Context: an optimization exercise on an open-source flow, tuned for small area, a short achievable clock period and few clock cycles per item. The choices shown serve that exercise and are no tape-out recipe. The RTL was checked by simulation tests, not by an equivalence proof against the original design. Power figures rest on the tool's default switching activity, not on a simulated workload.

== violet ==
==> flow/design.v <==
module nora_bram_loader #(
    parameter int ADDR_BITS = 9,
    parameter     INIT_FILE = "",
    parameter bit WP_RESET  = 1'b0
) (
    input  logic                 clk,
    input  logic                 reset,
    input  logic [ADDR_BITS-1:0] slv_addr_i,
    input  logic [7:0]           slv_datawr_i,
    input  logic                 slv_datawr_valid,
    output logic [7:0]           slv_datard_o,
    input  logic                 slv_req_i,
    input  logic                 slv_rwn_i,
    input  logic                 wp_set_i,
    output logic                 wp_o,
    input  logic                 ld_start_i,
    input  logic [ADDR_BITS-1:0] ld_addr_i,
    input  logic [ADDR_BITS:0]   ld_len_i,
    input  logic [7:0]           ld_data_i,
    input  logic                 ld_valid_i,
    output logic                 ld_ready_o,
    output logic                 ld_busy_o,
    output logic                 ld_done_o
);
    localparam int AW   = ADDR_BITS;
    localparam int RW   = AW - 1;             
    localparam int ROWS = 1 << RW;            
    logic [AW-1:0] addr;
    logic [AW:0]   cnt;
    logic          beat;
    logic          slv_we;
    logic          start_ok;
    logic          h_v [2];
    logic [1:0]    hv_n;
    logic          danger;
    assign slv_we     = slv_req_i & ~slv_rwn_i & slv_datawr_valid & ~wp_o;
    assign ld_ready_o = ld_busy_o & ~(slv_req_i & danger);
    assign beat       = ld_valid_i & ld_ready_o & ~reset;
    assign start_ok   = ld_start_i & ~ld_busy_o & ~ld_done_o & ~wp_o;
    always_ff @(posedge clk) begin
        if (reset) begin
            wp_o <= WP_RESET;
        end else if (wp_set_i) begin
            wp_o <= 1'b1;
        end
    end
    always_ff @(posedge clk) begin
        if (reset) begin
            ld_busy_o <= 1'b0;
            ld_done_o <= 1'b0;
        end else begin
            ld_done_o <= 1'b0;
            if (start_ok) begin
                if (ld_len_i == '0) ld_done_o <= 1'b1;
                else                ld_busy_o <= 1'b1;
            end else if (beat && cnt == (AW + 1)'(1)) begin
                ld_busy_o <= 1'b0;
                ld_done_o <= 1'b1;
            end
        end
    end
    always_ff @(posedge clk) begin
        if (start_ok) begin
            addr <= ld_addr_i;
            cnt  <= ld_len_i;
        end else if (beat) begin
            addr <= addr + AW'(1);
            cnt  <= cnt - (AW + 1)'(1);
        end
    end
    logic          p_v [2];
    logic [RW-1:0] p_a [2];
    logic [7:0]    p_d [2];
    logic [7:0]    p_r2 [2];
    logic [7:0]    p_r1 [2];
    logic [3:0]    p_r0 [2];
    logic [RW-1:0] h_a [2];
    logic [7:0]    h_d [2];
    for (genvar b = 0; b < 2; b++) begin : g_bank
        logic sb, nb, hb, hk, nk;
        assign sb = slv_we & (slv_addr_i[0] == 1'(b));
        assign nb = beat & (addr[0] == 1'(b));
        assign hb = h_v[b];
        assign hk = hb & ~(sb & (slv_addr_i[AW-1:1] == h_a[b]));
        assign nk = nb & ~(sb & (slv_addr_i == addr));
        logic [RW-1:0] pa_n;
        logic          pv_n;
        assign pv_n = sb | hb | nb;
        assign pa_n = sb ? slv_addr_i[AW-1:1] : (hb ? h_a[b] : addr[AW-1:1]);
        assign hv_n[b] = sb ? (hk | nk) : (hb & nb);
        always_ff @(posedge clk) begin
            p_v[b]  <= pv_n;
            p_a[b]  <= pa_n;
            p_r2[b] <= ~(8'b1 << pa_n[7:5]);
            p_r1[b] <= ~(8'b1 << pa_n[4:2]);
            p_r0[b] <= pv_n ? ~(4'b1 << pa_n[1:0]) : 4'hf;
            if (sb) begin
                p_d[b] <= slv_datawr_i;
            end else if (hb) begin
                p_d[b] <= h_d[b];
            end else begin
                p_d[b] <= ld_data_i;
            end
            h_v[b] <= hv_n[b];
            if (sb ? (~hk & nk) : (hb & nb)) begin
                h_a[b] <= addr[AW-1:1];
                h_d[b] <= ld_data_i;
            end
        end
    end
    always_ff @(posedge clk) begin
        danger <= (start_ok ? ld_addr_i[0] : (addr[0] ^ beat)) ? hv_n[1] : hv_n[0];
    end
    logic [ROWS-1:0][7:0] mem0;
    logic [ROWS-1:0][7:0] mem1;
    always_ff @(posedge clk) begin
        for (int r = 0; r < ROWS; r++) begin
            if (!(p_r2[0][r/32] || p_r1[0][(r/4)%8] || p_r0[0][r%4])) mem0[r] <= p_d[0];
            if (!(p_r2[1][r/32] || p_r1[1][(r/4)%8] || p_r0[1][r%4])) mem1[r] <= p_d[1];
        end
    end
    logic [RW-1:0] ra;
    logic          rb;
    logic [3:0]    fh;
    logic [7:0]    fd;
    logic          hit;
    assign rb = slv_addr_i[0];
    assign ra = slv_addr_i[AW-1:1];
    assign fh[0] = p_v[0] & ~rb & (p_a[0] == ra);
    assign fh[1] = p_v[1] &  rb & (p_a[1] == ra);
    assign fh[2] = h_v[0] & ~rb & (h_a[0] == ra);
    assign fh[3] = h_v[1] &  rb & (h_a[1] == ra);
    assign hit = |fh;
    assign fd = ({8{fh[0]}} & p_d[0]) | ({8{fh[1]}} & p_d[1]) |
                ({8{fh[2]}} & h_d[0]) | ({8{fh[3]}} & h_d[1]);
    logic       sel_f, sel_0, sel_1;
    logic [7:0] rd_nf, rd_n0, rd_n1;
    always_ff @(posedge clk) begin
        sel_f <= hit;
        sel_0 <= ~hit & ~rb;
        sel_1 <= ~hit &  rb;
        rd_nf <= ~fd;
        rd_n0 <= ~mem0[ra];
        rd_n1 <= ~mem1[ra];
    end
    assign slv_datard_o = ~(({8{sel_f}} & rd_nf) | ({8{sel_0}} & rd_n0) | ({8{sel_1}} & rd_n1));
endmodule
Settings: LEC_CHECK=0, CAP_MARGIN=20, CORE_MARGIN=2, CORE_UTILIZATION=45, CTS_CLUSTER_DIAMETER=70, CTS_CLUSTER_SIZE=24, SETUP_SLACK_MARGIN=4.0, SLEW_MARGIN=20; clock period 7.5 ns.
run.sh (not shown) runs the stock make flow with config.mk's settings and CLKGATE_MAP_FILE= SYNTH_SCRIPT=/design/flow/synth_recipe.tcl, a recipe that flattens the netlist after the stock synthesis.
Testbench counts of violet, summed over its fixed seeds: cycles 12,647, beats 11,470.
Edits applied to the flow inputs when going from violet to pepper:
- SETUP_SLACK_MARGIN changed from 4.0 to 4.25
Results
Comparing violet against pepper, there is no change at all in post-synthesis simple-gate area fraction. Summary of pepper over violet: total power density per cell area dropped about 1.2%; total power of the final layout went up about 0.5%.

[static timing again, ports no longer ideal]
The results above use ideal ports. As a check the final layouts listed here were re-extracted and re-timed, cells and wires unchanged.
Step 1, drivers: a clkbuf_16 drives clk and a buf_2 each remaining input, both assumed.
Step 2 times the ports against the registers' clock, not the clock port: input delays grow and output delays shrink by t, the midpoint of the rising clock arrivals with the driver on.
Three values: no drivers, after step 1, after step 2; two values: the first two.
run | t (ns) | setup WS [ns] | worst setup path at the end | worst register clock-pin slew, ns
violet | 1.036 | 3.659 / 3.677 / 2.640 | input to register | 0.10 / 0.10
pepper | 1.042 | 3.402 / 3.296 / 2.715 | input to register | 0.10 / 0.10
After both steps every run listed still meets setup and hold. The setup slack of violet, which loses most, moves by +0.018 ns with the drivers and by -1.019 ns with both steps.
